This is an optimization exercise on Yosys and OpenROAD, whose aim is small area, a short achievable clock period and few clock cycles per item, not a production implementation.
Function was checked by simulation only, so behaviour that the tests miss may differ from the original.
No activity file was given, so power comes from the tool's default toggle rates.

==> flow/design.v, too long to show whole: its modules and the start of the top module <==
// module mulCore: 1393 lines
// module multiplierTop: 75 lines
module multiplierTop (
	input logic clk,
	input logic reset,
	input logic inValid,
	output logic inReady,
	input logic [35:0] inOperands,
	output logic outValid,
	input logic outReady,
	output logic [35:0] outProduct
);
  // ...
==> flow/run.sh <==
#!/bin/bash
# synth_recipe.tcl (not shown) runs the flow's synth.tcl, then flattens the netlist and writes it again
# the make line also repeats each setting of config.mk as NAME=value (left out here)
make -C /OpenROAD-flow-scripts/flow DESIGN_CONFIG=/design/flow/config.mk WORK_HOME=/design/flow/orfs CLKGATE_MAP_FILE= SYNTH_SCRIPT=/design/flow/synth_recipe.tcl finish
==> flow/config.mk <==
export PLATFORM = sky130hd
export DESIGN_NAME = multiplierTop
export DESIGN_NICKNAME = multiplierTop
export VERILOG_FILES = /design/flow/design.v
export SDC_FILE = /design/flow/constraint.sdc
export NUM_CORES = 4
export LEC_CHECK = 0
export CAP_MARGIN = 20
export CORE_MARGIN = 2
export CORE_UTILIZATION = 40
export SETUP_SLACK_MARGIN = 2.8
export SLEW_MARGIN = 20
==> flow/constraint.sdc <==
create_clock -name core_clock -period 5.0 [get_ports {clk}]
set_input_delay 1.0000 -clock core_clock [delete_from_list [all_inputs] [get_ports {clk}]]
set_output_delay 1.0000 -clock core_clock [all_outputs]
set_load 0.01 [all_outputs]
==> metrics.md, run 1 <==
| Metric | Value |
|---|---|
| Net Sw Frac | `0.3216` |
| Multi-In Gates | `787` |
| Area growth from synthesis to layout | `27.96%` |
| M1 WL | `~17000 µm` |
| Pre-CTS setup slack | `1496 ps` |
| Nets@finish | `1783` |
| TritonCTS clock tree | `built` |
| Cell area after synthesis | `18810 µm²` |
| Signal buf overhead | `0.1172` |
| Reg-to-Reg Start | `mulCore_inst.r0_30` |
| Largest cell class | `sequential cells` |
| Post-synth EDFFs | `approximately 320` |
| Post-synthesis cell count | `1368` |
| Status | `no timing/DRC/antenna violations` |
| Inverters | `129` |
| HPWL after detailed placement | `24360 µm` |
| GRT busiest layer | `met2` |
| Final hold slack | `415.6 ps` |
| Hold wc startpoint | `prodReg[4][17]` |
| Largest net degree at the start of global routing | `60` |
| Combinational power share | `0.403` |
| Post-synth top area share | `0.5028` |
| Post-synth cell types | `56` |
| Peak VDD IR | `213.0 µV` |
| Part of the cycle the worst path needs | `0.4680` |
| Met1 Usage GRT | `0.2151` |
| Register Area | `10320 µm²` |
| Number of setup buffers added after CTS | `142` |
| Top pwr grp | `combinational cells` |
| Hold/Removal Path Class | `flip-flop to flip-flop` |
| Vias post-DR | `~11000` |
| Critical path origin | `mulCore_inst.r0_30` |
Testbench counts, summed over its fixed seeds: cycles 32,048, items 32,000.
==> run 2: changes to the inputs <==
--- a/flow/config.mk
+++ b/flow/config.mk
@@ -10,3 +10,4 @@
 export CORE_UTILIZATION = 40
 export SETUP_SLACK_MARGIN = 2.8
 export SLEW_MARGIN = 20
+export TNS_END_PERCENT = 10
==> metrics.md, run 2 <==
| Metric | Value |
|---|---|
| Status | `no timing/DRC/antenna violations` |
| Largest net degree at the start of global routing | `68 (+13%)` |
| Fin util | `0.5039` |
| Avg Cell Area, Syn | `13.75 µm²` |
| Max Root-Sink Buffers | `3` |
| Startpoint types | `flip-flop` |
| Final min period | `2341 ps` |
| Main combinational cell family by area after synthesis | `adder cells` |
| Drt first pass iters | `5` |
| Post-synthesis cell count | `1368 (unchanged)` |
| IO buf count | `77` |
| Global-route wire length before repair | `62560 µm` |
| Vias post-DR | `11128 (+0.34%)` |
| Max FFs per register | `108` |
| # clock sinks | `358` |
| Critical path class | `flip-flop to flip-flop` |
| Part of the cycle the worst path needs | `0.4683 (about the same)` |
| TritonCTS clock tree | `built` |
| Max Clk Rate | `427.1 MHz` |
| Cell area after synthesis | `18810 µm² (unchanged)` |
| Initial DRC count | `744` |
| Peak VDD IR | `235.2 µV (+10%)` |
| Warnings, synthesis | `3` |
| H-tree depth | `2` |
| Tightest Pin Transition | `about 600 ps` |
| DRT Wirelength | `39790 µm` |
| Vias in the first global route | `11503` |
| Rel. slew slack | `0.5885` |
| Max-cap violations | `0` |
| Gr ovfl total | `0` |
| CTS Buf Count | `38` |
| Area growth from synthesis to layout | `24.43%` |
| Antenna violations before repair | `0` |
| Top FF cell, synth | `edfxtp_1` |
| Clock skew | `17.64 ps` |
| Reg clk slew, reported paths | `60 ps` |
| Endpoints failing setup | `0` |
| Post-synth cell types | `56 (unchanged)` |
| Vias per std cell | `5.081` |
| # hold bufs at CTS | `0` |
| Wire per inst | `roughly 18 µm` |
| Initial core utilization | `0.4050` |
| Most frequent cells in the layout | `315 x edfxtp_1, 151 x xnor2_1, 126 x a22oi_1, 125 x inv_1, 110 x fa_1` |
| FILL cells | `3919` |
| Final Hold Viols | `0` |
| Commonest non-fill, non-tap cell in the layout | `edfxtp_1` |
| Synth Area in Simple Gates | `0.02846` |
| Hold/Removal Path Class | `flip-flop to flip-flop` |
| Top cells by area, synth | `edfxtp_1 50%, fa_1 12%, xnor2_1 7.0%, a22oi_1 6.1%, dfxtp_1 4.6%` |
| Nets@finish | `1769 (-0.79%)` |
| Overall Power | `12.95 mW` |
| Post-synth EDFFs | `315 (unchanged)` |
| Adder-Cell Fraction of Synth Area | `0.1625` |
| R2R setup slack | `2660 ps` |
| Clock Tree Root | `clkbuf_16` |
| Required @ worst endpoint | `5280 ps` |
| Unrepaired setup endpoints after global routing | `true` |
| Final Instance Count excl. Fillers | `about 2200` |
| Share of layout cells above drive strength 1 | `0.1965` |
| Count leader, synth | `edfxtp_1` |
| Cell Count Post-Placement | `1967` |
| Leak | `9.223 nW` |
| PD cells | `553.0 nW/µm²` |
| Post-synth top area share | `0.5028 (unchanged)` |
| Pre-CTS setup slack | `1931 ps (+435.2 ps)` |
| Chip height | `220.9 µm` |
| Core area | `approximately 46000 µm²` |
| Seq/Total Area, Yosys | `0.5485` |
| Synth area leader | `edfxtp_1` |
| Ys async rst share | `0` |
| Top reg by flops | `prodReg` |
| Slew Limit Fails | `0` |
| Most frequent cells after synthesis | `315 x edfxtp_1, 153 x a22oi_1, 151 x xnor2_1, 128 x inv_1, 114 x fa_1` |
| Final ANT Viol Nets | `0` |
| Die area | `48790 µm²` |
| Width of the die | `220.9 µm` |
| Seq cells post-synth | `358` |
| Syn_nets | `1584` |
| Critical Path End Type | `flip-flop` |
| Setup WS post-layout | `2659 ps` |
| Synth Area in Compound Gates | `0.09656` |
| HPWL after detailed placement | `24530 µm (+0.70%)` |
| Total GRT Usage | `0.1615` |
| XOR/XNOR share of the synthesized area | `0.09636` |
| Area of the multi-input gates | `7986 µm²` |
| Critical path arrival | `2630 ps` |
| GP Congestion | `between 0.8 and 0.9` |
| Post-synthesis mux area share | `0.02175` |
| Remaining DRCs | `0` |
| Ports | `78` |
| CP Max Fanout | `6` |
| Diodes inserted | `0` |
| Register Area | `10320 µm² (unchanged)` |
| Worst-Skew Late Latency | `560 ps` |
| Rows | `79` |
| Largest registers | `prodReg (108), skidData (36), valid (6)` |
| Final setup TNS | `0 ps` |
-- run 2: changes by cell type in the layout (fill, tap and decap cells not counted), moves of 23 or more --
cell,before,now
a22oi_1,94,126
a22oi_2,59,27
clkdlybuf4s15_1,24,1
dlygate4sd2_1,0,37
fa_1,87,110
fa_2,27,4
-- run 2: power by group --
group,leakage (nW),switching [mW],total (mW),internal (mW)
sequential,3.71,0.362,5.24,4.87
clock,0.617,1.17,2.83,1.66
combinational,4.90,2.60,4.88,2.28
-- run 2: final timing paths --
check	from	endpoint	cells after the start
setup / recovery	mulCore_inst.r2_647	prodReg[4][32]	7
hold / removal	mulCore_inst.r2_629	prodReg[4][2]	0
setup reg to reg	mulCore_inst.r2_647	prodReg[4][32]	7
hold reg to reg	mulCore_inst.r2_629	prodReg[4][2]	0
-- run 2: timing repair --
item | in CTS | in global routing
buffers inserted | 134 | 9
pin swaps | 28 | 9
cloned | 1 | 9
setup endpoints to repair | 300 | 285
resized for setup | 86 | 14
-- run 2: final cells by class --
class	count	share of cell area
Inverter	129	0.02100
Clock inverter	25	0.01096
Multi-Input combinational cell	788	0.3412
Timing Repair Buffer	238	0.1104
Clock buffer	45	0.04308
Tap cell	607	0.03244
Sequential cell	358	0.4410
-- run 2: per-layer routing --
layer	vias up	track usage	share of wire
met5	-	0	0
met4	0	0.07751	0.042
met3	127	0.03492	0.077
met2	432	0.2522	0.45
met1	5342	0.2149	0.43
li1	5227	-	-
-- run 2: stage by stage --
stage          cell area [µm²]  hold WS (ps)
3_5_place_dp             20090         404.5
4_1_cts                  23080         416.6
5_1_grt                  23410         420.0
2_1_floorplan            18850         400.3
3_3_place_gp             20090         403.0
6_report                 23410         415.8
-- run 2: kinds of logic after synthesis --
logic type               after synthesis
AND/OR/NAND/NOR                      113
flip-flops                           358
adder cells (fa/ha/maj)              176
buffers and inverters                225
multiplexers                          38
AO/OA/AOI/OAI                        251
XOR/XNOR                             207
-- run 2: critical path, stage by stage (launching register included) --
cell,delay (ps)
edfxtp_1,370
ha_1,390
a21o_1,250
a31o_2,260
o21a_1,240
o21ai_1,230
o22a_1,200
o311ai_1,140
==> run 3: changes to the inputs <==
--- a/flow/config.mk
+++ b/flow/config.mk
@@ -8,6 +8,5 @@
 export CAP_MARGIN = 20
 export CORE_MARGIN = 2
 export CORE_UTILIZATION = 40
-export SETUP_SLACK_MARGIN = 2.8
+export SETUP_SLACK_MARGIN = 3.0
 export SLEW_MARGIN = 20
-export TNS_END_PERCENT = 10
==> metrics.md, run 3 <==
| Metric | Value |
|---|---|
| Chip height | `220.9 µm (unchanged)` |
| Vias per std cell | `5.064 (-0.34%)` |
| Placed cell areas | `20700 µm² (+3.0%)` |
| Count leader, synth | `edfxtp_1` |
| Area growth from synthesis to layout | `31.91%` |
| R2R setup slack | `2640 ps (-20 ps)` |
| Final Hold Viols | `0 (unchanged)` |
| Clock skew | `21.63 ps (+3.985 ps)` |
| Max-cap violations | `0 (unchanged)` |
| Initial DRC count | `674 (-9.4%)` |
| Synth area leader | `edfxtp_1` |
| Initial core utilization | `0.4050 (unchanged)` |
| CP Max Fanout | `4 (-2)` |
| Critical path class | `flip-flop to flip-flop` |
| Largest net degree at the start of global routing | `60 (-12%)` |
| H-tree depth | `2 (unchanged)` |
| Drt first pass iters | `5 (unchanged)` |
| Ys async rst share | `0 (unchanged)` |
| Met1 Usage GRT | `0.2275 (+0.01268)` |
| Global-route wire length before repair | `66340 µm (+6.1%)` |
| Gr ovfl total | `0 (unchanged)` |
| TritonCTS clock tree | `built` |
| IO buf count | `77 (unchanged)` |
| Cell Count Post-Placement | `1972 (+0.25%)` |
| Avg Cell Area, Syn | `13.75 µm² (unchanged)` |
| Vias in the first global route | `11840 (+2.9%)` |
| Antenna violations before repair | `0 (unchanged)` |
| Endpoints failing setup | `0 (unchanged)` |
| Most frequent cells after synthesis | `315 x edfxtp_1, 153 x a22oi_1, 151 x xnor2_1, 128 x inv_1, 114 x fa_1` |
| HPWL after detailed placement | `25280 µm (+3.1%)` |
| Rows | `79 (unchanged)` |
| Slew Limit Fails | `0 (unchanged)` |
| Top reg by flops | `prodReg` |
| Vias post-DR | `11333 (+1.8%)` |
| GRT busiest layer | `met2` |
| Rel. slew slack | `0.5803 (-0.008256)` |
| Final ANT Viol Nets | `0 (unchanged)` |
| CTS Buf Count | `38 (unchanged)` |
| Max Root-Sink Buffers | `3 (unchanged)` |
| Unrepaired setup endpoints after global routing | `true` |
| Warnings, synthesis | `3 (unchanged)` |
| Cell area after synthesis | `18810 µm² (unchanged)` |
| Remaining DRCs | `0 (unchanged)` |
| GP Congestion | `0.8467 (-0.87%)` |
| Tightest Pin Transition | `628.7 ps (+12.37 ps)` |
| Post-synth cell types | `56 (unchanged)` |
| DRT Wirelength | `41790 µm (+5.0%)` |
| Largest registers | `prodReg (108), skidData (36), valid (6)` |
| Seq/Total Area, Yosys | `0.5485 (unchanged)` |
| Part of the cycle the worst path needs | `0.4719 (+0.003602)` |
| Reg clk slew, reported paths | `60 ps (about the same)` |
| Final setup TNS | `0 ps (unchanged)` |
| PD cells | `557.7 nW/µm² (+0.84%)` |
| Max FFs per register | `108 (unchanged)` |
| Top FF cell, synth | `edfxtp_1` |
| Top cells by area, synth | `edfxtp_1 50%, fa_1 12%, xnor2_1 7.0%, a22oi_1 6.1%, dfxtp_1 4.6%` |
| Critical Path End Type | `flip-flop` |
| Ports | `78 (unchanged)` |
| Setup WS post-layout | `2641 ps (-18.01 ps)` |
| Width of the die | `220.9 µm (unchanged)` |
| Post-synth top area share | `0.5028 (unchanged)` |
| Post-Layout Inst Area | `24820 µm² (+6.0%)` |
| M3 GR Usage | `0.02974 (-0.005179)` |
| Final hold slack | `412.7 ps (-3.175 ps)` |
| Commonest non-fill, non-tap cell in the layout | `edfxtp_1` |
| Final min period | `2359 ps (+18.01 ps)` |
| Peak VDD IR | `323.2 µV (+37%)` |
| Post-synth EDFFs | `315 (unchanged)` |
| Total GRT Usage | `0.1715 (+0.01001)` |
| Required @ worst endpoint | `5300 ps (+20 ps)` |
| Core area | `46460 µm² (unchanged)` |
| Share of layout cells above drive strength 1 | `0.3777 (+0.1812)` |
| Most frequent cells in the layout | `315 x edfxtp_1, 132 x buf_4, 125 x xnor2_1, 103 x inv_1, 90 x a22oi_2` |
| Startpoint types | `flip-flop` |
| Syn_nets | `1584 (unchanged)` |
| Wire per inst | `18.67 µm (+2.8%)` |
| Post-synthesis cell count | `1368 (unchanged)` |
| Final Instance Count excl. Fillers | `2238 (+2.2%)` |
| Critical path arrival | `2660 ps (+30 ps)` |
| Diodes inserted | `0 (unchanged)` |
| Max Clk Rate | `423.8 MHz (-0.76%)` |
| Grt met2 use | `0.2782 (+0.02601)` |
| Die area | `48790 µm² (unchanged)` |
| Hold/Removal Path Class | `flip-flop to flip-flop` |
| Pre-CTS setup slack | `1765 ps (-166.0 ps)` |
| Worst-Skew Late Latency | `570 ps (about the same)` |
| Clock Tree Root | `clkbuf_16` |
| Status | `no timing/DRC/antenna violations` |
| Seq cells post-synth | `358 (unchanged)` |
| Leak | `9.599 nW (+4.1%)` |
| # clock sinks | `358 (unchanged)` |
| Nets@finish | `1818 (+2.8%)` |
[run 3: power breakdown]
| group | switching, mW | internal (mW) |
|---|---|---|
| Combinational | 3.00 | 2.80 |
| Sequential | 0.378 | 4.88 |
| Clock | 1.15 | 1.65 |
[run 3: layout make-up]
class                      count  area [µm²]
fill                        3840       21640
sequential                   358       10320
inverter                     129       496.7
tap                          607       759.5
timing repair buffer         288        2998
clock inverter                20       171.4
clock buffer                  49        1086
multi-input combinational    787        8982
[run 3: through the flow]
step | util | total power, mW
detailed placement | 0.4457 | 10.19
global route | 0.5342 | 14.87
CTS | 0.5195 | 13.56
global placement | 0.4457 | 10.05
finish | 0.5342 | 13.84
floorplan | - | 8.760
[run 3: worst paths after layout]
check	startpoint	cells after the start	end
setup reg to reg	mulCore_inst.r0_31	7	mulCore_inst.r1_459
hold reg to reg	prodReg[5][24]	0	prodReg[6][24]
hold / removal	prodReg[5][24]	0	prodReg[6][24]
setup / recovery	mulCore_inst.r0_31	7	mulCore_inst.r1_459
[run 3: repair_timing]
action | in CTS | in global routing
cloned | 5 | 3
hold buffers | 0 | 0
pin swaps | 75 | 65
setup buffers | 167 | 22
endpoints found under the setup margin | 364 | 274
gates resized for setup | 264 | 96
[run 3: critical path, cell delays in order, from the launching register on]
cell and delay (ps):
edfxtp_1 460, buf_6 160, clkbuf_16 150, a22oi_2 200, xnor2_2 100, fa_2 590, inv_2 50, fa_2 390
[run 3: routing by layer]
layer / up-vias / wire, µm / part of all wire
met5: - / 0 / 0
met3: 103 / 2638 / 0.063
met1: 5526 / 17990 / 0.43
met2: 382 / 19700 / 0.47
met4: 0 / 1459 / 0.035
li1: 5322 / - / -
[run 3: kinds of logic after synthesis]
| logic type | synth area share |
|---|---|
| AOI/OAI and AO/OA | 0.09656 |
| DFF | 0.5485 |
| and+or+nand+nor | 0.02846 |
| muxes | 0.02175 |
| adders and majority gates | 0.1625 |
| xor gates and xnor gates | 0.09636 |
| buffers and inverters | 0.04582 |
==> run 4: changes to the inputs <==
--- a/flow/config.mk
+++ b/flow/config.mk
@@ -8,5 +8,6 @@
 export CAP_MARGIN = 20
 export CORE_MARGIN = 2
 export CORE_UTILIZATION = 40
-export SETUP_SLACK_MARGIN = 3.0
+export SETUP_SLACK_MARGIN = 3.2
 export SLEW_MARGIN = 20
+export TNS_END_PERCENT = 0
==> metrics.md, run 4 <==
| Metric | Value |
|---|---|
| Status | `no timing/DRC/antenna violations` |
| Part of the cycle the worst path needs | `0.4664 (-0.005514)` |
| Startpoint types | `flip-flop` |
| DRT Wirelength | `39290 µm (-6.0%)` |
| Seq/Total Area, Yosys | `0.5485 (unchanged)` |
| Crit path largest cell delay | `460 ps (-130 ps)` |
| Overall Power | `12.80 mW (-7.5%)` |
| Initial DRC count | `891 (+32%)` |
| Drt first pass iters | `5 (unchanged)` |
| Reg clk slew, reported paths | `70 ps (about the same)` |
| Rows | `79 (unchanged)` |
| Max-cap violations | `0 (unchanged)` |
| Post-synthesis mux area share | `0.02175 (unchanged)` |
| HPWL after detailed placement | `24510 µm (-3.1%)` |
| Largest registers | `prodReg (108), skidData (36), valid (6)` |
| Final ANT Viol Nets | `0 (unchanged)` |
| Crit path cell chain | `buf_12 > buf_4 > a22oi_1 > xor2_1 > fa_1 > inv_1 > fa_1` |
| TritonCTS clock tree | `built` |
| Post-Layout Inst Area | `23070 µm² (-7.1%)` |
| Worst path buffer plus inverter count | `3 (unchanged)` |
| Post-synthesis cell count | `1368 (unchanged)` |
| FILL cells | `3966 (+3.3%)` |
| Vias per std cell | `5.101 (+0.73%)` |
| Initial core utilization | `0.4050 (unchanged)` |
| Core area | `46460 µm² (unchanged)` |
| Vias post-DR | `11089 (-2.2%)` |
| Placed cell areas | `20090 µm² (-2.9%)` |
| Synth area leader | `edfxtp_1` |
| Final min period | `2332 ps (-27.57 ps)` |
| Hold/Removal Path Class | `flip-flop to flip-flop` |
| Seq cells post-synth | `358 (unchanged)` |
| Post-synth EDFFs | `315 (unchanged)` |
| Clock Tree Root | `clkbuf_16` |
| Remaining DRCs | `0 (unchanged)` |
| Ys async rst share | `0 (unchanged)` |
| CTS Buf Count | `38 (unchanged)` |
| Max Root-Sink Buffers | `3 (unchanged)` |
| IO buf count | `77 (unchanged)` |
| Most frequent cells in the layout | `315 x edfxtp_1, 151 x xnor2_1, 144 x a22oi_1, 126 x inv_1, 112 x fa_1` |
| Main combinational cell family by area after synthesis | `adder cells` |
| Area growth from synthesis to layout | `22.61%` |
| Leak | `9.074 nW (-5.5%)` |
| Warnings, synthesis | `3 (unchanged)` |
| Final Hold Viols | `0 (unchanged)` |
| H-tree depth | `2 (unchanged)` |
| Total GRT Usage | `0.1637 (-0.007812)` |
| Cell area after synthesis | `18810 µm² (unchanged)` |
| Critical path class | `flip-flop to flip-flop` |
| Slew Limit Fails | `0 (unchanged)` |
| Share of layout cells above drive strength 1 | `0.1710 (-0.2067)` |
| XOR/XNOR share of the synthesized area | `0.09636 (unchanged)` |
| Gr ovfl total | `0 (unchanged)` |
| Ports | `78 (unchanged)` |
| Post-synth top area share | `0.5028 (unchanged)` |
| Top FF cell, synth | `edfxtp_1` |
| Top cells by area, synth | `edfxtp_1 50%, fa_1 12%, xnor2_1 7.0%, a22oi_1 6.1%, dfxtp_1 4.6%` |
| Tightest Pin Transition | `487.1 ps (-141.6 ps)` |
| Clock skew | `18.00 ps (-3.627 ps)` |
| Post-synth cell types | `56 (unchanged)` |
| # clock sinks | `358 (unchanged)` |
| Avg Cell Area, Syn | `13.75 µm² (unchanged)` |
| Max FFs per register | `108 (unchanged)` |
| Global-route wire length before repair | `63560 µm (-4.2%)` |
| CP Max Fanout | `14 (+10)` |
| Max Clk Rate | `428.8 MHz (+1.2%)` |
| Top reg by flops | `prodReg` |
| Peak VDD IR | `246.0 µV (-24%)` |
| Count leader, synth | `edfxtp_1` |
| Antenna violations before repair | `0 (unchanged)` |
| Synth Area in Compound Gates | `0.09656 (unchanged)` |
| Commonest non-fill, non-tap cell in the layout | `edfxtp_1` |
| Critical path's most frequent cell | `fa_1` |
| Endpoints failing setup | `0 (unchanged)` |
| Nets@finish | `1756 (-3.4%)` |
| Slowest CP cell | `fa_1` |
| Unrepaired setup endpoints after global routing | `true` |
| Critical Path End Type | `flip-flop` |
| Largest net degree at the start of global routing | `60 (unchanged)` |
| Vias in the first global route | `11581 (-2.2%)` |
| Die area | `48790 µm² (unchanged)` |
| Cell family with most CP delay | `adder cells` |
| Worst-Skew Late Latency | `550 ps (-20 ps)` |
| PD cells | `555.0 nW/µm² (-0.48%)` |
| Wire per inst | `18.07 µm (-3.2%)` |
| Diodes inserted | `0 (unchanged)` |
| Required @ worst endpoint | `5270 ps (-30 ps)` |
| Chip height | `220.9 µm (unchanged)` |
| Rel. slew slack | `0.6753 (+0.09499)` |
| GP Congestion | `0.8483 (+0.19%)` |
| Adder-Cell Fraction of Synth Area | `0.1625 (unchanged)` |
| Synth Area in Simple Gates | `0.02846 (unchanged)` |
| Final setup TNS | `0 ps (unchanged)` |
| Width of the die | `220.9 µm (unchanged)` |
| Most frequent cells after synthesis | `315 x edfxtp_1, 153 x a22oi_1, 151 x xnor2_1, 128 x inv_1, 114 x fa_1` |
| Critical path arrival | `2600 ps (-60 ps)` |
| Syn_nets | `1584 (unchanged)` |
==> run 4: cell counts after synthesis <==
Identical to the previous run, type by type.
==> run 4: what timing repair did <==
| item | in CTS | in global routing |
|---|---|---|
| gates resized for setup | 78 | 3 |
| setup endpoints to repair | 473 | 504 |
| endpoints found under the hold margin | 0 | 0 |
| pin swaps | 21 | 4 |
| gates cloned | 3 | 0 |
| buffers inserted | 137 | 0 |
| hold buffers | 0 | 0 |
==> run 4: routing by layer <==
layer,global-route usage,up-vias,routed length (µm)
met2,0.2535,398,17690
met5,0,-,0
met3,0.03386,124,2626
li1,-,5187,-
met1,0.2198,5380,17120
met4,0.08075,0,1861
==> run 4: worst paths after layout <==
path / cells after the start / endpoint / slack [ps] / from
setup / recovery: 7 / mulCore_inst.r1_418 / 2670 / mulCore_inst.r0_47
hold / removal: 0 / prodReg[6][27] / 410 / prodReg[5][27]
setup reg to reg: 7 / mulCore_inst.r1_418 / 2670 / mulCore_inst.r0_47
hold reg to reg: 0 / prodReg[6][27] / 410 / prodReg[5][27]
==> run 4: cell families (layout without fill, tap and decap cells) <==
| logic type | count (synthesis) | after routing |
|---|---|---|
| AO/OA/AOI/OAI | 251 | 251 |
| AND/OR/NAND/NOR | 113 | 114 |
| flip-flops | 358 | 358 |
| adder cells (fa/ha/maj) | 176 | 176 |
| buffers and inverters | 225 | 423 |
| XOR/XNOR | 207 | 207 |
| multiplexers | 38 | 38 |
==> run 4: final cells by class <==
class | instances | area, µm² | area share
sequential | 358 | 10320 | 0.4475
multi-input combinational | 786 | 7851 | 0.3403
timing repair buffer | 227 | 2444 | 0.1059
clock buffer | 50 | 1027 | 0.04453
tap | 607 | 759.5 | 0.03292
inverter | 129 | 491.7 | 0.02132
clock inverter | 17 | 171.4 | 0.007431
==> run 4: report_power, final <==
part	switching, mW	internal [mW]	total [mW]
sequential	0.363	4.88	5.24
clock	1.11	1.60	2.71
combinational	2.60	2.25	4.86
==> run 4: metrics by stage <==
| step | utilization | setup WS [ps] | hold WS (ps) | cells |
|---|---|---|---|---|
| final | 0.4966 | 2668 | 411.1 | 2174 |
| after global routing | 0.4966 | 2636 | 421.0 | 2174 |
| after CTS | 0.4963 | 2739 | 416.8 | 2174 |
| after detailed placement | 0.4325 | 1933 | 404.5 | 1967 |
| after global placement | 0.4325 | 1946 | 402.7 | 1967 |
| after floorplan | - | 2271 | 400.3 | 1368 |
==> run 5: changes to the inputs <==
--- a/flow/config.mk
+++ b/flow/config.mk
@@ -5,9 +5,10 @@
 export SDC_FILE = /design/flow/constraint.sdc
 export NUM_CORES = 4
 export LEC_CHECK = 0
+export ABC_AREA = 1
 export CAP_MARGIN = 20
 export CORE_MARGIN = 2
 export CORE_UTILIZATION = 40
-export SETUP_SLACK_MARGIN = 3.2
+export SETUP_SLACK_MARGIN = 2.8
 export SLEW_MARGIN = 20
 export TNS_END_PERCENT = 0
==> metrics.md, run 5 <==
| Metric | Value |
|---|---|
| # hold bufs at CTS | `0 (unchanged)` |
| DRT Wirelength | `42190 µm (+7.4%)` |
| Main combinational cell family by area after synthesis | `adder cells` |
| Clock skew | `16.98 ps (-1.022 ps)` |
| GP Congestion | `0.8922 (+5.2%)` |
| CP Max Fanout | `18 (+4)` |
| Fin util | `0.4660 (-0.03050)` |
| Top cells by area, synth | `edfxtp_1 49%, fa_1 12%, xor2_1 8.8%, nand2_1 5.1%, o22ai_1 4.9%` |
| Remaining DRCs | `0 (unchanged)` |
| Slew Limit Fails | `0 (unchanged)` |
| Leak | `9.606 nW (+5.9%)` |
| Gr ovfl total | `0 (unchanged)` |
| Post-Layout Inst Area | `22350 µm² (-3.1%)` |
| Unrepaired setup endpoints after global routing | `true` |
| Final ANT Viol Nets | `0 (unchanged)` |
| Clock Tree Root | `clkbuf_16` |
| Final min period | `2454 ps (+121.8 ps)` |
| Post-synth EDFFs | `315 (unchanged)` |
| CTS Buf Count | `39 (+2.6%)` |
| Seq cells post-synth | `358 (unchanged)` |
| Largest registers | `prodReg (108), skidData (36), valid (6)` |
| Max FFs per register | `108 (unchanged)` |
| Share of layout cells above drive strength 1 | `0.1075 (-0.06352)` |
| Area growth from synthesis to layout | `14.62%` |
| Rows | `80 (+1.3%)` |
| Top reg by flops | `prodReg` |
| Critical Path End Type | `flip-flop` |
| Warnings, synthesis | `3 (unchanged)` |
| Die area | `50520 µm² (+3.6%)` |
| Chip height | `224.8 µm (+1.8%)` |
| Ys async rst share | `0 (unchanged)` |
| Vias in the first global route | `12315 (+6.3%)` |
| Synth Area in Compound Gates | `0.06925 (-0.02731)` |
| Synth area leader | `edfxtp_1` |
| Avg Cell Area, Syn | `11.67 µm² (-15%)` |
| Post-synthesis cell count | `1670 (+22%)` |
| Post-synthesis mux area share | `0 (-0.02175)` |
| Top FF cell, synth | `edfxtp_1` |
| Most frequent cells after synthesis | `315 x edfxtp_1, 266 x nand2_1, 218 x inv_1, 195 x xor2_1, 152 x o22ai_1` |
| Width of the die | `224.8 µm (+1.8%)` |
| Max-cap violations | `0 (unchanged)` |
| Ports | `78 (unchanged)` |
| Syn_nets | `1886 (+19%)` |
| Total GRT Usage | `0.1745 (+0.01085)` |
| Initial DRC count | `788 (-12%)` |
| IO buf count | `77 (unchanged)` |
| Initial core utilization | `0.4066 (+0.001620)` |
| Tightest Pin Transition | `918.4 ps (+431.3 ps)` |
| Startpoint types | `flip-flop` |
| Final Hold Viols | `0 (unchanged)` |
| Max Root-Sink Buffers | `3 (unchanged)` |
| PD cells | `586.3 nW/µm² (+5.6%)` |
| Seq/Total Area, Yosys | `0.5294 (-0.01915)` |
| Overall Power | `13.10 mW (+2.3%)` |
| H-tree depth | `2 (unchanged)` |
| Adder-Cell Fraction of Synth Area | `0.1569 (-0.005675)` |
| Largest net degree at the start of global routing | `64 (+6.7%)` |
| # clock sinks | `358 (unchanged)` |
| Critical path arrival | `2750 ps (+150 ps)` |
| R2R setup slack | `2550 ps (-120 ps)` |
| Cell Count Post-Placement | `2313 (+18%)` |
| Final Instance Count excl. Fillers | `2401 (+10%)` |
| Most frequent cells in the layout | `315 x edfxtp_1, 265 x nand2_1, 216 x inv_1, 195 x xor2_1, 152 x o22ai_1` |
| Synth Area in Simple Gates | `0.08876 (+0.06030)` |
| Status | `no timing/DRC/antenna violations` |
| Post-synth top area share | `0.4852 (-0.01755)` |
| Diodes inserted | `0 (unchanged)` |
| Commonest non-fill, non-tap cell in the layout | `edfxtp_1` |
| Drt first pass iters | `5 (unchanged)` |
| Worst-Skew Late Latency | `580 ps (+30 ps)` |
| Core area | `47950 µm² (+3.2%)` |
| HPWL after detailed placement | `29160 µm (+19%)` |
| Rel. slew slack | `0.3878 (-0.2875)` |
| Hold/Removal Path Class | `flip-flop to flip-flop` |
| Critical path class | `flip-flop to flip-flop` |
| Wire per inst | `17.57 µm (-2.8%)` |
| Vias post-DR | `11887 (+7.2%)` |
| Nets@finish | `1972 (+12%)` |
| Placed cell areas | `20800 µm² (+3.5%)` |
| Cell area after synthesis | `19490 µm² (+3.6%)` |
| Global-route wire length before repair | `68190 µm (+7.3%)` |
| Count leader, synth | `edfxtp_1` |
| Reg clk slew, reported paths | `70 ps (about the same)` |
| TritonCTS clock tree | `built` |
| Required @ worst endpoint | `5300 ps (+30 ps)` |
| Endpoints failing setup | `0 (unchanged)` |
| XOR/XNOR share of the synthesized area | `0.08851 (-0.007857)` |
| Post-synth cell types | `37 (-34%)` |
| Part of the cycle the worst path needs | `0.4907 (+0.02436)` |
| Antenna violations before repair | `1 (+1)` |
| Vias per std cell | `4.951 (-2.9%)` |
| Peak VDD IR | `229.8 µV (-6.6%)` |
| Max Clk Rate | `407.5 MHz (-5.0%)` |
==> run 5: cell types whose count changed after synthesis, sizes merged, moves of 15 or more <==
cell	previous run	this run
nor2	21	47
o22ai	2	153
mux2i	15	0
xor2	56	195
mux2	23	0
clkbuf	66	3
a22oi	153	0
nand3	17	44
nand2	43	276
inv	129	240
or2	0	15
clkinv	0	28
buf	30	54
xnor2	151	2
==> run 5: stage by stage <==
stage | setup slack [ps] | hold WS [ps] | TNS (ps)
after floorplan | -452.6 | 400.3 | -46610
after global placement | 1574 | 401.5 | 0
after detailed placement | 1504 | 404.5 | 0
after CTS | 2543 | 411.5 | 0
after global routing | 2509 | 420.7 | 0
final | 2546 | 411.9 | 0
==> run 5: final cells by class <==
class,count,area (µm²)
sequential,358,10320
clock buffer,49,1033
timing repair inverter,1,8.758
inverter,268,1086
fill,4362,25600
multi-input combinational,987,7884
clock inverter,22,280.3
timing repair buffer,101,959.7
tap,615,769.5
==> run 5: worst max-delay path, stage by stage (launching register included) <==
cell and delay, ps:
edfxtp_1 350, clkinv_2 290, o22ai_1 300, xor2_1 220, fa_1 440, inv_1 130
fa_1 450
==> run 5: routing by layer <==
| metal | part of all wire | wire, µm | vias up | GRT usage |
|---|---|---|---|---|
| met5 | 0.00031 | 13 | - | 0 |
| met4 | 0.041 | 1717 | 2 | 0.08374 |
| met3 | 0.062 | 2611 | 98 | 0.03292 |
| met2 | 0.45 | 19030 | 390 | 0.2730 |
| met1 | 0.45 | 18810 | 5640 | 0.2349 |
| li1 | - | - | 5757 | - |
==> run 5: cells by family (layout without fill, tap and decap cells) <==
logic type      after synthesis  in the layout
flops                       358            358
simple gates                399            399
compound gates              215            215
buf+inv                     325            441
xor+xnor                    197            197
fa+ha+maj                   176            176
==> run 5: path summary, 6_finish.rpt <==
kind	startpoint	endpoint	cells past startpoint
min reg2reg	prodReg[4][1]	prodReg[5][1]	0
max reg2reg	mulCore_inst.r0_28	mulCore_inst.r1_454	6
max	mulCore_inst.r0_28	mulCore_inst.r1_454	6
min	prodReg[4][1]	prodReg[5][1]	0
==> run 5: timing repair <==
action                                  4_1_cts  5_1_grt
gates resized for setup                      58       18
buffers inserted                             16        0
endpoints found under the setup margin      348      311
cloned                                        1        0
==> run 5: report_power, final <==
group          leakage (nW)  switching, mW  total, mW  internal (mW)
clock network         0.653           1.17       2.92           1.75
registers              3.72          0.342       5.20           4.86
logic                  5.23           3.00       4.98           1.98
==> run 6: changes to the inputs <==
--- a/flow/config.mk
+++ b/flow/config.mk
@@ -5,7 +5,6 @@
 export SDC_FILE = /design/flow/constraint.sdc
 export NUM_CORES = 4
 export LEC_CHECK = 0
-export ABC_AREA = 1
 export CAP_MARGIN = 20
 export CORE_MARGIN = 2
 export CORE_UTILIZATION = 40
==> metrics.md, run 6 <==
| Metric | Value |
|---|---|
| Rows | `79 (-1.3%)` |
| Most frequent cells in the layout | `315 x edfxtp_1, 151 x a22oi_1, 151 x xnor2_1, 126 x inv_1, 113 x fa_1` |
| Vias post-DR | `11048 (-7.1%)` |
| Post-synthesis cell count | `1368 (-18%)` |
| Hold/Removal Path Class | `flip-flop to flip-flop` |
| Max Clk Rate | `430.6 MHz (+5.6%)` |
| Remaining DRCs | `0 (unchanged)` |
| Drt first pass iters | `6 (+1)` |
| Unrepaired setup endpoints after global routing | `true` |
| Worst-Skew Late Latency | `550 ps (-30 ps)` |
| DRT Wirelength | `39060 µm (-7.4%)` |
| Vias in the first global route | `11508 (-6.6%)` |
| Initial core utilization | `0.4050 (-0.001620)` |
| Max-cap violations | `0 (unchanged)` |
| Min-Delay Endpoint | `prodReg[6][27]` |
| Seq cells post-synth | `358 (unchanged)` |
| Post-synth top area share | `0.5028 (+0.01755)` |
| Wire per inst | `18.01 µm (+2.5%)` |
| Total GRT Usage | `0.1619 (-0.01259)` |
| Reg-to-Reg Start | `mulCore_inst.r0_47` |
| Critical path arrival | `2590 ps (-160 ps)` |
| Top cells by area, synth | `edfxtp_1 50%, fa_1 12%, xnor2_1 7.0%, a22oi_1 6.1%, dfxtp_1 4.6%` |
| Warnings, synthesis | `3 (unchanged)` |
| Largest registers | `prodReg (108), skidData (36), valid (6)` |
| Gr ovfl total | `0 (unchanged)` |
| CP Max Fanout | `14 (-4)` |
| Post-synth EDFFs | `315 (unchanged)` |
| RR Endpoint | `mulCore_inst.r1_418` |
| Max FFs per register | `108 (unchanged)` |
| Post-Layout Inst Area | `22940 µm² (+2.7%)` |
| Ys async rst share | `0 (unchanged)` |
| Overall Power | `12.72 mW (-2.9%)` |
| Clock Tree Root | `clkbuf_16` |
| IO buf count | `77 (unchanged)` |
| HPWL after detailed placement | `24510 µm (-16%)` |
| H-tree depth | `2 (unchanged)` |
| Max Root-Sink Buffers | `3 (unchanged)` |
| Required @ worst endpoint | `5270 ps (-30 ps)` |
| FILL cells | `3975 (-8.9%)` |
| Nets@finish | `1751 (-11%)` |
| Antenna violations before repair | `0 (-1)` |
| Final ANT Viol Nets | `0 (unchanged)` |
| PD cells | `554.5 nW/µm² (-5.4%)` |
| Top sig layer | `met4` |
| Avg Cell Area, Syn | `13.75 µm² (+18%)` |
| Syn_nets | `1584 (-16%)` |
| Final min period | `2323 ps (-131.2 ps)` |
| Peak VDD IR | `246.1 µV (+7.1%)` |
| R2R setup slack | `2680 ps (+130 ps)` |
| Placed cell areas | `20090 µm² (-3.4%)` |
| Most frequent cells after synthesis | `315 x edfxtp_1, 153 x a22oi_1, 151 x xnor2_1, 128 x inv_1, 114 x fa_1` |
| Post-synth cell types | `56 (+51%)` |
| Setup WS post-layout | `2677 ps (+131.2 ps)` |
| Final Instance Count excl. Fillers | `2169 (-9.7%)` |
| Die area | `48790 µm² (-3.4%)` |
| Count leader, synth | `edfxtp_1` |
| Final setup TNS | `0 ps (unchanged)` |
| Top FF cell, synth | `edfxtp_1` |
| # clock sinks | `358 (unchanged)` |
| Cell Count Post-Placement | `1967 (-15%)` |
| Startpoint types | `flip-flop` |
| Tightest Pin Transition | `486.6 ps (-431.8 ps)` |
| Critical Path End Type | `flip-flop` |
| CTS Buf Count | `38 (-2.6%)` |
| GP Congestion | `0.8483 (-4.9%)` |
| Met3 wire length | `2797 µm (+7.1%)` |
| Hold wc startpoint | `prodReg[5][27]` |
| Ports | `78 (unchanged)` |
| Critical path class | `flip-flop to flip-flop` |
| Synth area leader | `edfxtp_1` |
| Met2 Routed Length | `17480 µm (-8.2%)` |
| Slew Limit Fails | `0 (unchanged)` |
| Leak | `9.027 nW (-6.0%)` |
| Cell area after synthesis | `18810 µm² (-3.5%)` |
| Chip height | `220.9 µm (-1.7%)` |
| Area growth from synthesis to layout | `21.95%` |
| TritonCTS clock tree | `built` |
| Clock skew | `16.83 ps (-0.1472 ps)` |
| Final hold slack | `411.1 ps (-0.8100 ps)` |
| Fin util | `0.4939 (+0.02784)` |
| Core area | `46460 µm² (-3.1%)` |
| Global-route wire length before repair | `63010 µm (-7.6%)` |
| Reg clk slew, reported paths | `70 ps (about the same)` |
| Pre-CTS setup slack | `1933 ps (+428.9 ps)` |
| Part of the cycle the worst path needs | `0.4645 (-0.02624)` |
| Share of layout cells above drive strength 1 | `0.1613 (+0.05383)` |
| Largest net degree at the start of global routing | `68 (+6.3%)` |
| Width of the die | `220.9 µm (-1.7%)` |
| Endpoints failing setup | `0 (unchanged)` |
| Rel. slew slack | `0.6756 (+0.2879)` |
| Commonest non-fill, non-tap cell in the layout | `edfxtp_1` |
| Final Hold Viols | `0 (unchanged)` |
| Diodes inserted | `0 (unchanged)` |
| # hold bufs at CTS | `0 (unchanged)` |
| Vias per std cell | `5.094 (+2.9%)` |
| Initial DRC count | `878 (+11%)` |
| Top reg by flops | `prodReg` |
| M1 WL | `16990 µm (-9.7%)` |
| Status | `no timing/DRC/antenna violations` |
| Worst Hold Path Cells | `0 (unchanged)` |
| Seq/Total Area, Yosys | `0.5485 (+0.01915)` |
| Worst reg2reg path depth | `7 (+1)` |
-- run 6: changes by cell type after synthesis, sizes merged, moves of 27 or more --
cell / previous run / this run
xnor2: 2 / 151
nand3: 44 / 17
inv: 240 / 129
nand2: 276 / 43
clkbuf: 3 / 66
o22ai: 153 / 2
clkinv: 28 / 0
a22oi: 0 / 153
xor2: 195 / 56
-- run 6: cells by family (layout without fill, tap and decap cells) --
group,Yosys count,in the layout,synth area share
flip-flops,358,358,0.5485
AO/OA/AOI/OAI,251,251,0.09656
buffers and inverters,225,419,0.04582
XOR/XNOR,207,207,0.09636
adder cells (fa/ha/maj),176,176,0.1625
AND/OR/NAND/NOR,113,113,0.02846
multiplexers,38,38,0.02175
-- run 6: per-layer routing --
metal	up-vias	global-route usage
li1	5179	-
met1	5320	0.2187
met2	429	0.2489
met3	120	0.03439
met4	0	0.07945
met5	-	0
-- run 6: layout make-up --
cell class | instances | area, µm² | area share
Inverter | 129 | 491.7 | 0.02143
Clock inverter | 17 | 171.4 | 0.007471
Timing Repair Buffer | 223 | 2401 | 0.1046
Tap cell | 607 | 759.5 | 0.03310
Sequential cell | 358 | 10320 | 0.4499
Multi-Input combinational cell | 785 | 7770 | 0.3386
Clock buffer | 50 | 1027 | 0.04477
-- run 6: repair_timing --
| item | in CTS | in global routing |
|---|---|---|
| setup buffers | 132 | 1 |
| gates cloned | 1 | 1 |
| pin swaps | 4 | 3 |
| endpoints found under the setup margin | 293 | 280 |
| gates resized for setup | 56 | 10 |
-- run 6: worst max-delay path by stage --
stage / start / to / depth (start not counted) / slack, ps
after floorplan: outReady / mulCore_inst.r2_627 / 4 / 2270
after detailed placement: outReady / mulCore_inst.r1_502 / 6 / 1930
after CTS: skidValid / inReady / 3 / 2660
final: mulCore_inst.r0_47 / mulCore_inst.r1_418 / 7 / 2680
after global routing: mulCore_inst.r2_641 / prodReg[4][29] / 7 / 2610
after global placement: outReady / mulCore_inst.r1_505 / 6 / 1950
-- run 6: worst max-delay path: stages, from the launching register on --
cell and delay, ps:
edfxtp_1 420, buf_12 180, buf_4 150, a22oi_1 220, xor2_1 140, fa_1 400
inv_1 80, fa_1 460
-- run 6: where the power goes --
part	internal (mW)	switching, mW
registers	4.88	0.359
logic	2.20	2.58
clock network	1.60	1.11
==> run 7: changes to the inputs <==
--- a/flow/config.mk
+++ b/flow/config.mk
@@ -8,6 +8,8 @@
 export CAP_MARGIN = 20
 export CORE_MARGIN = 2
 export CORE_UTILIZATION = 40
+export CTS_CLUSTER_DIAMETER = 80
+export CTS_CLUSTER_SIZE = 40
 export SETUP_SLACK_MARGIN = 2.8
 export SLEW_MARGIN = 20
 export TNS_END_PERCENT = 0
==> metrics.md, run 7 <==
| Metric | Value |
|---|---|
| Most frequent cells in the layout | `315 x edfxtp_1, 151 x xnor2_1, 149 x a22oi_1, 126 x inv_1, 113 x fa_1` |
| Crit path cell chain | `clkdlybuf4s50_1 > nor2b_4 > and2_4 > and3_4 > nand2_8 > buf_16` |
| Worst-Skew Late Latency | `570 ps (+20 ps)` |
| H-tree depth | `1 (-1)` |
| Net switching power | `4.158 mW (+2.8%)` |
| Unrepaired setup endpoints after global routing | `true` |
| Ports | `78 (unchanged)` |
| Critical path class | `input pin to flip-flop` |
| Share of layout cells above drive strength 1 | `0.1610 (-0.0002927)` |
| # hold bufs at CTS | `0 (unchanged)` |
| Global-route wire length before repair | `62060 µm (-1.5%)` |
| Chip height | `220.9 µm (unchanged)` |
| Avg Cell Area, Syn | `13.75 µm² (unchanged)` |
| Part of the power in registers | `0.429 (+0.018)` |
| Vias per std cell | `5.131 (+0.74%)` |
| Final setup TNS | `0 ps (unchanged)` |
| PD cells | `536.1 nW/µm² (-3.3%)` |
| Drt first pass iters | `7 (+1)` |
| Clock Tree Root | `clkbuf_16` |
| Vias in the first global route | `11268 (-2.1%)` |
| Commonest non-fill, non-tap cell in the layout | `edfxtp_1` |
| Max Clk Rate | `433.0 MHz (+0.57%)` |
| Nets@finish | `1741 (-0.57%)` |
| Max Root-Sink Buffers | `3 (unchanged)` |
| Startpoint types | `input pin` |
| Net Sw Frac | `0.3421 (+0.02410)` |
| Warnings, synthesis | `3 (unchanged)` |
| Remaining DRCs | `0 (unchanged)` |
| Worst reg2reg path depth | `8 (+1)` |
| Width of the die | `220.9 µm (unchanged)` |
| GP Congestion | `0.8483 (unchanged)` |
| Syn_nets | `1584 (unchanged)` |
| Critical Path End Type | `flip-flop` |
| FILL cells | `3981 (+0.15%)` |
| Crit path largest cell delay | `500 ps (+40 ps)` |
| Tightest Pin Transition | `482.2 ps (-4.359 ps)` |
| Initial DRC count | `796 (-9.3%)` |
| Top cells by area, synth | `edfxtp_1 50%, fa_1 12%, xnor2_1 7.0%, a22oi_1 6.1%, dfxtp_1 4.6%` |
| R2R setup slack | `2690 ps (about the same)` |
| Status | `no timing/DRC/antenna violations` |
| Clock group share of total power | `0.177 (-0.036)` |
| Area growth from synthesis to layout | `20.48%` |
| RR Endpoint | `mulCore_inst.r1_463` |
| Most frequent cells after synthesis | `315 x edfxtp_1, 153 x a22oi_1, 151 x xnor2_1, 128 x inv_1, 114 x fa_1` |
| Critical path arrival | `2550 ps (-40 ps)` |
| Worst path buffer plus inverter count | `2 (-1)` |
| Diodes inserted | `0 (unchanged)` |
| Antenna violations before repair | `0 (unchanged)` |
| Vias post-DR | `11017 (-0.28%)` |
| Rows | `79 (unchanged)` |
| Largest net degree at the start of global routing | `68 (unchanged)` |
| TritonCTS clock tree | `built` |
| Top reg by flops | `prodReg` |
| CTS Buf Count | `21 (-45%)` |
| Post-synth EDFFs | `315 (unchanged)` |
| Largest registers | `prodReg (108), skidData (36), valid (6)` |
| # clock sinks | `358 (unchanged)` |
| Overall Power | `12.15 mW (-4.5%)` |
| Seq/Total Area, Yosys | `0.5485 (unchanged)` |
| Worst Hold Path Cells | `0 (unchanged)` |
| HPWL after detailed placement | `24510 µm (unchanged)` |
| Endpoints failing setup | `0 (unchanged)` |
| Post-synth top area share | `0.5028 (unchanged)` |
| Top FF cell, synth | `edfxtp_1` |
| Cell family with most CP delay | `buffers and inverters` |
| DRT Wirelength | `38250 µm (-2.1%)` |
| Wire per inst | `17.82 µm (-1.1%)` |
| Worst path depth | `6 (-1)` |
| Final ANT Viol Nets | `0 (unchanged)` |
| Post-synthesis cell count | `1368 (unchanged)` |
| Critical Path End | `mulCore_inst.r1_446` |
| Max FFs per register | `108 (unchanged)` |
| Critical path origin | `outReady` |
| Max-cap violations | `0 (unchanged)` |
| Count leader, synth | `edfxtp_1` |
| Hold/Removal Path Class | `flip-flop to flip-flop` |
| Peak VDD IR | `230.2 µV (-6.4%)` |
| CP Max Fanout | `67 (+53)` |
| Reg clk slew, reported paths | `120 ps (+50 ps)` |
| Seq cells post-synth | `358 (unchanged)` |
| Leak | `8.871 nW (-1.7%)` |
| Gr ovfl total | `0 (unchanged)` |
| Synth area leader | `edfxtp_1` |
| Combinational power share | `0.394 (+0.019)` |
| Die area | `48790 µm² (unchanged)` |
| Post-synth cell types | `56 (unchanged)` |
| Rel. slew slack | `0.6785 (+0.002906)` |
| Internal power | `7.995 mW (-7.9%)` |
| Final min period | `2309 ps (-13.27 ps)` |
| Final hold slack | `401.1 ps (-10.03 ps)` |
| Part of the cycle the worst path needs | `0.4618 (-0.002654)` |
| Reg-to-Reg Start | `mulCore_inst.r0_38` |
| Total GRT Usage | `0.1574 (-0.004484)` |
| Cell area after synthesis | `18810 µm² (unchanged)` |
| Required @ worst endpoint | `5240 ps (-30 ps)` |
| Slew Limit Fails | `0 (unchanged)` |
| Clock skew | `26.65 ps (+9.815 ps)` |
| Slowest CP cell | `clkdlybuf4s50_1` |
| Ys async rst share | `0 (unchanged)` |
| Final Hold Viols | `0 (unchanged)` |
| Initial core utilization | `0.4050 (unchanged)` |
| IO buf count | `77 (unchanged)` |
| Core area | `46460 µm² (unchanged)` |
## run 7: cell counts after synthesis
No cell type changed its count.
## run 7: worst register-to-register path, stage by stage, from the launching register on
cell and delay [ps]:
edfxtp_1 430, buf_12 170, buf_4 140, buf_4 130, a22oi_1 200, xor2_1 250, ha_1 270, inv_1 80
fa_1 390
## run 7: stage by stage
| step | area [µm²] | setup slack [ps] | cells | util |
|---|---|---|---|---|
| CTS | 22640 | 2695 | 2147 | 0.4872 |
| detailed placement | 20090 | 1933 | 1967 | 0.4325 |
| floorplan | 18850 | 2271 | 1368 | - |
| global placement | 20090 | 1946 | 1967 | 0.4325 |
| finish | 22670 | 2691 | 2147 | 0.4879 |
| global route | 22670 | 2609 | 2147 | 0.4879 |
## run 7: worst min-delay path by stage
| stage | start | end | slack, ps |
|---|---|---|---|
| 2_1_floorplan | mulCore_inst.r1_504 | mulCore_inst.r2_680 | 400 |
| 3_3_place_gp | prodReg[5][33] | prodReg[6][33] | 400 |
| 3_5_place_dp | mulCore_inst.r2_634 | prodReg[4][7] | 400 |
| 4_1_cts | prodReg[4][21] | prodReg[5][21] | 410 |
| 5_1_grt | prodReg[5][19] | prodReg[6][19] | 400 |
| 6_report | mulCore_inst.r2_637 | prodReg[4][10] | 400 |
## run 7: cells by family (layout without fill, tap and decap cells)
kind of cell | after synthesis | in the layout | synth area share
AOI/OAI and AO/OA | 251 | 251 | 0.09656
xor gates and xnor gates | 207 | 207 | 0.09636
adders and majority gates | 176 | 176 | 0.1625
buffers and inverters | 225 | 397 | 0.04582
DFF | 358 | 358 | 0.5485
muxes | 38 | 38 | 0.02175
and+or+nand+nor | 113 | 113 | 0.02846
## run 7: repair_timing
| action | in CTS | in global routing |
|---|---|---|
| endpoints found under the hold margin | 0 | 0 |
| setup buffers | 141 | 0 |
| gates resized for setup | 63 | 9 |
| setup endpoints to repair | 297 | 277 |
| cloned | 1 | 0 |
| pin swaps | 8 | 2 |
## run 7: layer usage
metal / global-route usage / part of all wire / vias to the layer above
met1: 0.2190 / 0.44 / 5387
met3: 0.02350 / 0.071 / 92
li1: - / - / 5129
met5: 0 / 0 / -
met4: 0.06213 / 0.035 / 0
met2: 0.2494 / 0.45 / 409
## run 7: cell type report
class                           instances  area (µm²)  share of cell area
Sequential cell                       358       10320              0.4555
Multi-Input combinational cell        785        7780              0.3432
Timing Repair Buffer                  230        2409              0.1063
Tap cell                              607       759.5             0.03351
Clock buffer                           21       525.5             0.02318
Inverter                              129       491.7             0.02169
Clock inverter                         17       377.9             0.01667
## run 7: power groups by stage
stage	Sequential, mW	Combinational [mW]	Clock, mW
finish	5.22	4.79	2.15
global route	5.34	5.47	2.34
CTS	5.24	4.81	2.24
detailed placement	5.45	4.41	0
global placement	5.43	4.30	0
floorplan	5.26	3.17	0
==> run 8: changes to the inputs <==
--- a/flow/config.mk
+++ b/flow/config.mk
@@ -8,8 +8,8 @@
 export CAP_MARGIN = 20
 export CORE_MARGIN = 2
 export CORE_UTILIZATION = 40
-export CTS_CLUSTER_DIAMETER = 80
-export CTS_CLUSTER_SIZE = 40
+export CTS_CLUSTER_DIAMETER = 60
+export CTS_CLUSTER_SIZE = 25
 export SETUP_SLACK_MARGIN = 2.8
 export SLEW_MARGIN = 20
 export TNS_END_PERCENT = 0
==> metrics.md, run 8 <==
| Metric | Value |
|---|---|
| Drt first pass iters | `6 (-1)` |
| Area growth from synthesis to layout | `21.55%` |
| HPWL after detailed placement | `24510 µm (unchanged)` |
| Max Clk Rate | `430.0 MHz (-0.71%)` |
| Hold wc startpoint | `prodReg[5][35]` |
| Reg-to-Reg Start | `mulCore_inst.r0_37` |
| TritonCTS clock tree | `built` |
| IO buf count | `77 (unchanged)` |
| Status | `no timing/DRC/antenna violations` |
| Top cells by area, synth | `edfxtp_1 50%, fa_1 12%, xnor2_1 7.0%, a22oi_1 6.1%, dfxtp_1 4.6%` |
| Worst-Skew Late Latency | `580 ps (about the same)` |
| Post-synth EDFFs | `315 (unchanged)` |
| Final hold slack | `409.1 ps (+8.042 ps)` |
| R2R setup slack | `2670 ps (-20 ps)` |
| Seq/Total Area, Yosys | `0.5485 (unchanged)` |
| Rows | `79 (unchanged)` |
| Top FF cell, synth | `edfxtp_1` |
| Reg clk slew, reported paths | `90 ps (-30 ps)` |
| Max Root-Sink Buffers | `3 (unchanged)` |
| Initial DRC count | `821 (+3.1%)` |
| Synth Area in Compound Gates | `0.09656 (unchanged)` |
| # clock sinks | `358 (unchanged)` |
| Worst path buffer plus inverter count | `2 (unchanged)` |
| Unrepaired setup endpoints after global routing | `true` |
| Critical path arrival | `2640 ps (+90 ps)` |
| Total GRT Usage | `0.1580 (+0.0005641)` |
| # hold bufs at CTS | `0 (unchanged)` |
| Most frequent cells after synthesis | `315 x edfxtp_1, 153 x a22oi_1, 151 x xnor2_1, 128 x inv_1, 114 x fa_1` |
| Post-synthesis mux area share | `0.02175 (unchanged)` |
| Chip height | `220.9 µm (unchanged)` |
| Part of the cycle the worst path needs | `0.4651 (+0.003288)` |
| Rel. slew slack | `0.6764 (-0.002073)` |
| Wire per inst | `17.97 µm (+0.85%)` |
| Main combinational cell family by area after synthesis | `adder cells` |
| Leak | `8.977 nW (+1.2%)` |
| Required @ worst endpoint | `5310 ps (+70 ps)` |
| Core area | `46460 µm² (unchanged)` |
| Vias in the first global route | `11269 (+0.0089%)` |
| CP Max Fanout | `5 (-93%)` |
| Die area | `48790 µm² (unchanged)` |
| Global-route wire length before repair | `62250 µm (+0.31%)` |
| Synth Area in Simple Gates | `0.02846 (unchanged)` |
| Ys async rst share | `0 (unchanged)` |
| Critical Path End Type | `flip-flop` |
| XOR/XNOR share of the synthesized area | `0.09636 (unchanged)` |
| Largest registers | `prodReg (108), skidData (36), valid (6)` |
| Overall Power | `12.55 mW (+3.3%)` |
| DRT Wirelength | `38720 µm (+1.2%)` |
| Critical path's most frequent cell | `fa_1` |
| CTS Buf Count | `29 (+38%)` |
| Synth area leader | `edfxtp_1` |
| Critical path origin | `mulCore_inst.r0_37` |
| Count leader, synth | `edfxtp_1` |
| Max-cap violations | `0 (unchanged)` |
| Ports | `78 (unchanged)` |
| Most frequent cells in the layout | `315 x edfxtp_1, 151 x xnor2_1, 146 x a22oi_1, 126 x inv_1, 112 x fa_1` |
| Commonest non-fill, non-tap cell in the layout | `edfxtp_1` |
| Vias per std cell | `5.107 (-0.47%)` |
| Endpoints failing setup | `0 (unchanged)` |
| Startpoint types | `flip-flop` |
| Hold/Removal Path Class | `flip-flop to flip-flop` |
| Width of the die | `220.9 µm (unchanged)` |
| Final Hold Viols | `0 (unchanged)` |
| GP Congestion | `0.8483 (unchanged)` |
| Vias post-DR | `11006 (-0.10%)` |
| Warnings, synthesis | `3 (unchanged)` |
| Slew Limit Fails | `0 (unchanged)` |
| Cell area after synthesis | `18810 µm² (unchanged)` |
| Max FFs per register | `108 (unchanged)` |
| Cell family with most CP delay | `adder cells` |
| Post-synthesis cell count | `1368 (unchanged)` |
| Critical path class | `flip-flop to flip-flop` |
| Final min period | `2326 ps (+16.44 ps)` |
| Avg Cell Area, Syn | `13.75 µm² (unchanged)` |
| Adder-Cell Fraction of Synth Area | `0.1625 (unchanged)` |
| Final setup TNS | `0 ps (unchanged)` |
| Syn_nets | `1584 (unchanged)` |
| Largest net degree at the start of global routing | `68 (unchanged)` |
| Post-synth cell types | `56 (unchanged)` |
| Diodes inserted | `0 (unchanged)` |
| Slowest CP cell | `fa_1` |
| Crit path cell chain | `buf_12 > a22oi_2 > xor2_1 > fa_1 > inv_1 > fa_1` |
| Peak VDD IR | `311.0 µV (+35%)` |
| Nets@finish | `1742 (+0.057%)` |
| Post-synth top area share | `0.5028 (unchanged)` |
| Clock skew | `17.59 ps (-9.057 ps)` |
| Tightest Pin Transition | `485.3 ps (+3.109 ps)` |
| Gr ovfl total | `0 (unchanged)` |
| Final ANT Viol Nets | `0 (unchanged)` |
| H-tree depth | `1 (unchanged)` |
| Antenna violations before repair | `0 (unchanged)` |
| Top reg by flops | `prodReg` |
| PD cells | `548.8 nW/µm² (+2.4%)` |
| Remaining DRCs | `0 (unchanged)` |
| Initial core utilization | `0.4050 (unchanged)` |
| Clock Tree Root | `clkbuf_16` |
| Share of layout cells above drive strength 1 | `0.1699 (+0.008858)` |
| Crit path largest cell delay | `560 ps (+60 ps)` |
| Seq cells post-synth | `358 (unchanged)` |
run 8: worst paths after layout:
check | end | depth (start not counted)
max | mulCore_inst.r1_454 | 6
min | prodReg[6][35] | 0
max reg2reg | mulCore_inst.r1_454 | 6
min reg2reg | prodReg[6][35] | 0
run 8: through the flow:
step	cells	cell area, µm²	setup slack, ps	util
6_report	2155	22870	2674	0.4922
4_1_cts	2154	22750	2699	0.4897
3_3_place_gp	1967	20090	1946	0.4325
2_1_floorplan	1368	18850	2271	-
3_5_place_dp	1967	20090	1933	0.4325
5_1_grt	2155	22870	2621	0.4922
run 8: final cells by class:
class | count | area [µm²]
Clock buffer | 29 | 725.7
Fill cell | 3976 | 23590
Multi-Input combinational cell | 785 | 7821
Tap cell | 607 | 759.5
Clock inverter | 24 | 331.6
Sequential cell | 358 | 10320
Inverter | 129 | 491.7
Timing Repair Buffer | 223 | 2415
run 8: cell families (layout without fill, tap and decap cells):
logic type	after synthesis	in the layout
xor gates and xnor gates	207	207
muxes	38	38
adders and majority gates	176	176
DFF	358	358
AOI/OAI and AO/OA	251	251
buffers and inverters	225	405
and+or+nand+nor	113	113
run 8: per-layer routing:
layer | up-vias | track usage | routed length (µm)
met5 | - | 0 | 0
met2 | 399 | 0.2485 | 17730
li1 | 5164 | - | -
met4 | 0 | 0.06538 | 1248
met3 | 96 | 0.02669 | 2646
met1 | 5347 | 0.2180 | 17100
run 8: where the power goes:
group          leakage (nW)  total (mW)  internal (mW)  switching, mW
registers              3.71        5.22           4.86          0.357
logic                  4.75        4.87           2.24           2.63
clock network         0.515        2.46           1.19           1.26
total                  8.98        12.5           8.30           4.25
run 8: repair_timing:
item,in CTS,in global routing
gates cloned,1,1
setup endpoints to repair,293,279
pin swaps,6,12
buffers inserted,133,0
gates resized for setup,61,21
==> run 9: changes to the inputs <==
--- a/flow/config.mk
+++ b/flow/config.mk
@@ -7,9 +7,8 @@
 export LEC_CHECK = 0
 export CAP_MARGIN = 20
 export CORE_MARGIN = 2
-export CORE_UTILIZATION = 40
-export CTS_CLUSTER_DIAMETER = 60
-export CTS_CLUSTER_SIZE = 25
+export CORE_UTILIZATION = 55
+export PLACE_DENSITY = 0.7
 export SETUP_SLACK_MARGIN = 2.8
 export SLEW_MARGIN = 20
-export TNS_END_PERCENT = 0
+export TNS_END_PERCENT = 10
==> metrics.md, run 9 <==
| Metric | Value |
|---|---|
| Leak | `8.933 nW (-0.49%)` |
| Clock skew | `16.37 ps (-1.217 ps)` |
| Top reg by flops | `prodReg` |
| Most frequent cells in the layout | `315 x edfxtp_1, 149 x xnor2_1, 130 x a22oi_1, 123 x inv_1, 108 x fa_1` |
| Critical path class | `flip-flop to flip-flop` |
| Global-route wire length before repair | `60270 µm (-3.2%)` |
| Share of layout cells above drive strength 1 | `0.1797 (+0.009756)` |
| Area of the multi-input gates | `7934 µm² (+1.4%)` |
| HPWL after detailed placement | `23010 µm (-6.1%)` |
| Vias post-DR | `11301 (+2.7%)` |
| Post-Layout Inst Area | `22760 µm² (-0.47%)` |
| Setup WS post-layout | `2607 ps (-67.64 ps)` |
| Post-synth EDFFs | `315 (unchanged)` |
| Top FF cell, synth | `edfxtp_1` |
| Post-synth cell types | `56 (unchanged)` |
| Final Instance Count excl. Fillers | `2002 (-7.1%)` |
| Critical Path End Type | `flip-flop` |
| Fin util | `0.6771 (+0.1848)` |
| Post-synth top area share | `0.5028 (unchanged)` |
| Max Root-Sink Buffers | `3 (unchanged)` |
| Width of the die | `189.0 µm (-14%)` |
| Required @ worst endpoint | `5260 ps (-50 ps)` |
| Overall Power | `12.82 mW (+2.2%)` |
| Cell area after synthesis | `18810 µm² (unchanged)` |
| Synth area leader | `edfxtp_1` |
| Nets@finish | `1744 (+0.11%)` |
| Crit path cell chain | `buf_12 > buf_12 > a22oi_1 > xnor2_1 > fa_1 > fa_1` |
| Placed cell areas | `19900 µm² (-0.98%)` |
| Top sig layer | `met4` |
| Die area | `35700 µm² (-27%)` |
| Status | `no timing/DRC/antenna violations` |
| Final min period | `2393 ps (+67.64 ps)` |
| Met2 Routed Length | `16790 µm (-5.3%)` |
| Clock Tree Root | `clkbuf_16` |
| Ports | `78 (unchanged)` |
| Chip height | `189.0 µm (-14%)` |
| Most frequent cells after synthesis | `315 x edfxtp_1, 153 x a22oi_1, 151 x xnor2_1, 128 x inv_1, 114 x fa_1` |
| Avg Cell Area, Syn | `13.75 µm² (unchanged)` |
| Pre-CTS setup slack | `1727 ps (-205.6 ps)` |
| Register Area | `10320 µm² (about the same)` |
| Drt first pass iters | `6 (unchanged)` |
| Critical path arrival | `2660 ps (+20 ps)` |
| Max Clk Rate | `417.8 MHz (-2.8%)` |
| Count leader, synth | `edfxtp_1` |
| Remaining DRCs | `0 (unchanged)` |
| Part of the cycle the worst path needs | `0.4787 (+0.01353)` |
| Post-synthesis cell count | `1368 (unchanged)` |
| Final hold slack | `416.0 ps (+6.832 ps)` |
| Worst-Skew Late Latency | `540 ps (-40 ps)` |
| Tightest Pin Transition | `657.5 ps (+172.2 ps)` |
| Seq cells post-synth | `358 (unchanged)` |
| Seq/Total Area, Yosys | `0.5485 (unchanged)` |
| Warnings, synthesis | `3 (unchanged)` |
| Largest registers | `prodReg (108), skidData (36), valid (6)` |
| Cell family with most CP delay | `adder cells` |
| Slew Limit Fails | `0 (unchanged)` |
| Initial core utilization | `0.5597 (+0.1547)` |
| # hold bufs at CTS | `0 (unchanged)` |
| Worst path buffer plus inverter count | `2 (unchanged)` |
| Total GRT Usage | `0.2155 (+0.05750)` |
| Hold/Removal Path Class | `flip-flop to flip-flop` |
| Slowest CP cell | `edfxtp_1` |
| Antenna violations before repair | `1 (+1)` |
| Rel. slew slack | `0.5611 (-0.1154)` |
| Commonest non-fill, non-tap cell in the layout | `edfxtp_1` |
| Initial DRC count | `1157 (+41%)` |
| Max-cap violations | `0 (unchanged)` |
| Cell Count Post-Placement | `1810 (-8.0%)` |
| Final ANT Viol Nets | `0 (unchanged)` |
| PD cells | `563.4 nW/µm² (+2.7%)` |
| Unrepaired setup endpoints after global routing | `true` |
| Met3 wire length | `2783 µm (+5.2%)` |
| Reg clk slew, reported paths | `60 ps (-30 ps)` |
| DRT Wirelength | `37310 µm (-3.7%)` |
| IO buf count | `77 (unchanged)` |
| TritonCTS clock tree | `built` |
| GP Congestion | `0.8758 (+3.2%)` |
| Ys async rst share | `0 (unchanged)` |
| Core area | `33620 µm² (-28%)` |
| Rows | `67 (-15%)` |
| Max FFs per register | `108 (unchanged)` |
| # clock sinks | `358 (unchanged)` |
| Peak VDD IR | `276.9 µV (-11%)` |
| Startpoint types | `flip-flop` |
| Crit path largest cell delay | `510 ps (-50 ps)` |
| Vias per std cell | `5.645 (+11%)` |
| FILL cells | `2335 (-41%)` |
| M1 WL | `16230 µm (-5.1%)` |
| Final Hold Viols | `0 (unchanged)` |
| Top cells by area, synth | `edfxtp_1 50%, fa_1 12%, xnor2_1 7.0%, a22oi_1 6.1%, dfxtp_1 4.6%` |
| CP Max Fanout | `6 (+1)` |
| Vias in the first global route | `11294 (+0.22%)` |
| Endpoints failing setup | `0 (unchanged)` |
| CTS Buf Count | `36 (+24%)` |
| Syn_nets | `1584 (unchanged)` |
| H-tree depth | `2 (+1)` |
| Wire per inst | `18.63 µm (+3.7%)` |
| Final setup TNS | `0 ps (unchanged)` |
| Largest net degree at the start of global routing | `60 (-12%)` |
| Gr ovfl total | `0 (unchanged)` |
| Area growth from synthesis to layout | `20.98%` |
==> run 9: cell counts after synthesis <==
Identical to the previous run, type by type.
==> run 9: cell type report <==
cell class,count,area share
diodes,1,0.0001099
clock buffers,45,0.04244
clock inverters,18,0.006817
inverters,129,0.02160
multi-input cells,787,0.3486
flip-flops and latches,358,0.4535
well taps,448,0.02463
repair buffers,216,0.1024
==> run 9: cell families after synthesis <==
kind of cell	count (synthesis)	synth area share
flops	358	0.5485
compound gates	251	0.09656
buf+inv	225	0.04582
xor+xnor	207	0.09636
fa+ha+maj	176	0.1625
simple gates	113	0.02846
mux	38	0.02175
==> run 9: final timing paths <==
kind,slack (ps),endpoint,cells after the start,start
worst max-delay path,2610,mulCore_inst.r1_481,6,mulCore_inst.r0_42
worst min-delay path,420,prodReg[6][4],0,prodReg[5][4]
worst max register to register,2610,mulCore_inst.r1_481,6,mulCore_inst.r0_42
worst min register to register,420,prodReg[6][4],0,prodReg[5][4]
==> run 9: what timing repair did <==
action	4_1_cts	5_1_grt
cloned	4	0
setup endpoints to repair	332	309
endpoints found under the hold margin	0	0
setup buffers	118	6
pin swaps	30	13
gates resized for setup	44	21
==> run 9: where the power goes <==
part / switching [mW] / total [mW] / internal, mW
combinational: 2.67 / 5.07 / 2.40
clock: 1.09 / 2.53 / 1.44
sequential: 0.353 / 5.23 / 4.87
==> run 9: worst reg2reg max path, stage by stage, from the launching register on <==
cell	delay, ps
edfxtp_1	510
buf_12	200
buf_12	130
a22oi_1	220
xnor2_1	140
fa_1	460
fa_1	470
==> run 9: routing by layer <==
metal,vias to the layer above,track usage
li1,5164,-
met1,5476,0.3025
met2,517,0.3308
met3,144,0.03930
met4,0,0.09645
met5,-,0

Re-timed with assumed drivers on the ports (clkbuf_16 on the clock, buf_2 on other inputs), run 9 has 2.568 ns of setup slack against 2.607 ns with ideal ports, and 2.094 ns once port delays also move by the mid clock arrival of 0.581 ns.
